Context: an optimization exercise on an open-source flow, tuned for small area, a short achievable clock period and few clock cycles per item. The choices shown serve that exercise and are no tape-out recipe.
In this exercise RTL edits were held to simulation tests only and were not proved equivalent to the original.

## bitmap_shape_rasterizer_unit
module bitmap_shape_rasterizer_unit (
   input  logic       clock,
   input  logic       reset,
   input  logic       req_valid,
   output logic       req_ready,
   input  logic [2:0] req_mode,
   input  logic [4:0] req_row,
   input  logic [5:0] req_col,
   input  logic [5:0] req_size,
   input  logic [5:0] req_height,
   output logic       rsp_valid,
   input  logic       rsp_ready,
   output logic       rsp_pixel,
   output logic       rsp_is_read_data
);
   localparam int ROWS = 32;
   localparam int COLS = 64;
   localparam int CAP  = 13;    
   localparam int QD   = 13;    
   localparam logic [2:0] M_CLEAR  = 3'd0;
   localparam logic [2:0] M_LINE   = 3'd1;
   localparam logic [2:0] M_RECT   = 3'd2;
   localparam logic [2:0] M_CIRCLE = 3'd3;
   localparam logic [2:0] M_TRI    = 3'd4;
   localparam logic [2:0] M_READ   = 3'd5;
   function automatic logic [15:0] sq_step2(input logic [15:0] st, input logic [3:0] xb);
      logic [11:0] p, c1, c2, c3;
      logic [9:0]  rem;
      logic [5:0]  q;
      p  = {st[13:6], xb};
      q  = st[5:0];
      c1 = {3'd0, q, 3'b001};
      c2 = {2'd0, q, 4'b0100};
      c3 = {2'd0, q, 4'b0000} + {3'd0, q, 3'b000} + 12'd9;
      if (p >= c3) begin
         rem = 10'(p - c3);
         q   = {q[3:0], 2'd3};
      end else if (p >= c2) begin
         rem = 10'(p - c2);
         q   = {q[3:0], 2'd2};
      end else if (p >= c1) begin
         rem = 10'(p - c1);
         q   = {q[3:0], 2'd1};
      end else begin
         rem = 10'(p);
         q   = {q[3:0], 2'd0};
      end
      sq_step2 = {rem, q};
   endfunction
   function automatic logic [5:0] t_end(input logic [5:0] s);
      case (s)
         6'd0: t_end = 6'd0;
         6'd1: t_end = 6'd0;
         6'd2: t_end = 6'd1;
         6'd3: t_end = 6'd2;
         6'd4: t_end = 6'd3;
         6'd5: t_end = 6'd4;
         6'd6: t_end = 6'd4;
         6'd7: t_end = 6'd5;
         6'd8: t_end = 6'd6;
         6'd9: t_end = 6'd6;
         6'd10: t_end = 6'd7;
         6'd11: t_end = 6'd8;
         6'd12: t_end = 6'd9;
         6'd13: t_end = 6'd9;
         6'd14: t_end = 6'd10;
         6'd15: t_end = 6'd11;
         6'd16: t_end = 6'd11;
         6'd17: t_end = 6'd12;
         6'd18: t_end = 6'd13;
         6'd19: t_end = 6'd14;
         6'd20: t_end = 6'd14;
         6'd21: t_end = 6'd15;
         6'd22: t_end = 6'd16;
  ...
Settings: LEC_CHECK=0, CAP_MARGIN=20, CORE_MARGIN=2, CORE_UTILIZATION=40, CTS_CLUSTER_DIAMETER=80, CTS_CLUSTER_SIZE=20, PLACE_DENSITY=0.6, SETUP_SLACK_MARGIN=5, SLEW_MARGIN=20; clock period 9.0 ns.
standard.sh (not shown) runs the stock make flow with config.mk's settings and CLKGATE_MAP_FILE= SYNTH_SCRIPT=/design/flow/synth_recipe.tcl, a recipe that flattens the netlist after the stock synthesis.
==> flow/flow/run.sh <==
#!/bin/bash
# The standard layout (standard.sh: ORFS synthesis to final), with two changes:
#  - the port buffers are plain buf_4 cells instead of delay buffers;
#  - the global router keeps more met1/met2 capacity free (flow/fastroute.tcl).
# make's full output goes to standard_make.log; ORFS's per-step logs stay in orfs/logs.
set -euo pipefail
export BUFFER_PORTS_ARGS="-buffer_cell sky130_fd_sc_hd__buf_4"
export FASTROUTE_TCL="$PWD/flow/fastroute.tcl"
bash standard.sh > standard_make.log 2>&1
==> flow/flow/fastroute.tcl <==
# Global routing layer capacities: keep more of met1 and met2 free for pin access, so that
# the global router moves long wires up to met3..met5.
set_global_routing_layer_adjustment met1 0.6
set_global_routing_layer_adjustment met2 0.4
set_global_routing_layer_adjustment met3 0.2
set_global_routing_layer_adjustment met4 0.2
set_global_routing_layer_adjustment met5 0.2

set_routing_layers -clock $::env(MIN_CLK_ROUTING_LAYER)-$::env(MAX_ROUTING_LAYER)
set_routing_layers -signal $::env(MIN_ROUTING_LAYER)-$::env(MAX_ROUTING_LAYER)
The baseline completed, yet does not pass: capacitance limit, slew limit.
Testbench counts at the start, summed over its fixed seeds: cycles 3,268, items 2,400.
==> next run, changes <==
==> flow/run.sh (new file) <==
#!/bin/bash
# synth_recipe.tcl (not shown) runs the flow's synth.tcl, then flattens the netlist and writes it again
# the make line also repeats each setting of config.mk as NAME=value (left out here)
make -C /OpenROAD-flow-scripts/flow DESIGN_CONFIG=/design/flow/config.mk WORK_HOME=/design/flow/orfs CLKGATE_MAP_FILE= SYNTH_SCRIPT=/design/flow/synth_recipe.tcl finish
- CORE_UTILIZATION: 40 -> 30
- CTS_CLUSTER_DIAMETER: 80 -> unset
- CTS_CLUSTER_SIZE: 20 -> unset
- MIN_ROUTING_LAYER: unset -> met2
- PLACE_DENSITY: 0.6 -> 0.5
removed: flow/flow/run.sh
removed: flow/flow/fastroute.tcl
removed: flow/standard.sh
After rerunning:
- The changed run never finished: it broke off in 5_1_grt, error GRT-0116
- synthesized cell count does not change
- synthesized area does not change

-- afterwards: timing with drivers on the ports --
The results above use ideal ports. As a check the final layout listed here was re-extracted and re-timed, cells and wires unchanged. Step 1 sets driving cells, clkbuf_16 on the clock port and buf_2 on the other inputs (assumed; they add their load-dependent delay and slew). Step 2 adds t to the input delays and takes it off the output delays; t is the mean of the earliest and latest rising clock arrival at the registers after step 1. Input paths then give back, and output paths get back, about the clock's delay inside the block. a / b / c = ideal / step 1 / step 2; a / b = the first two.
run: the first run
shift t [ns]: 1.011
setup slack, ns: 5.512 / 5.501 / 4.768
worst register clock-pin slew, ns: 0.10 / 0.10
worst data-port slew with drivers (ns): 0.05
For the first run, drivers alone change the setup slack by -0.011 ns; drivers and shift together by -0.744 ns.
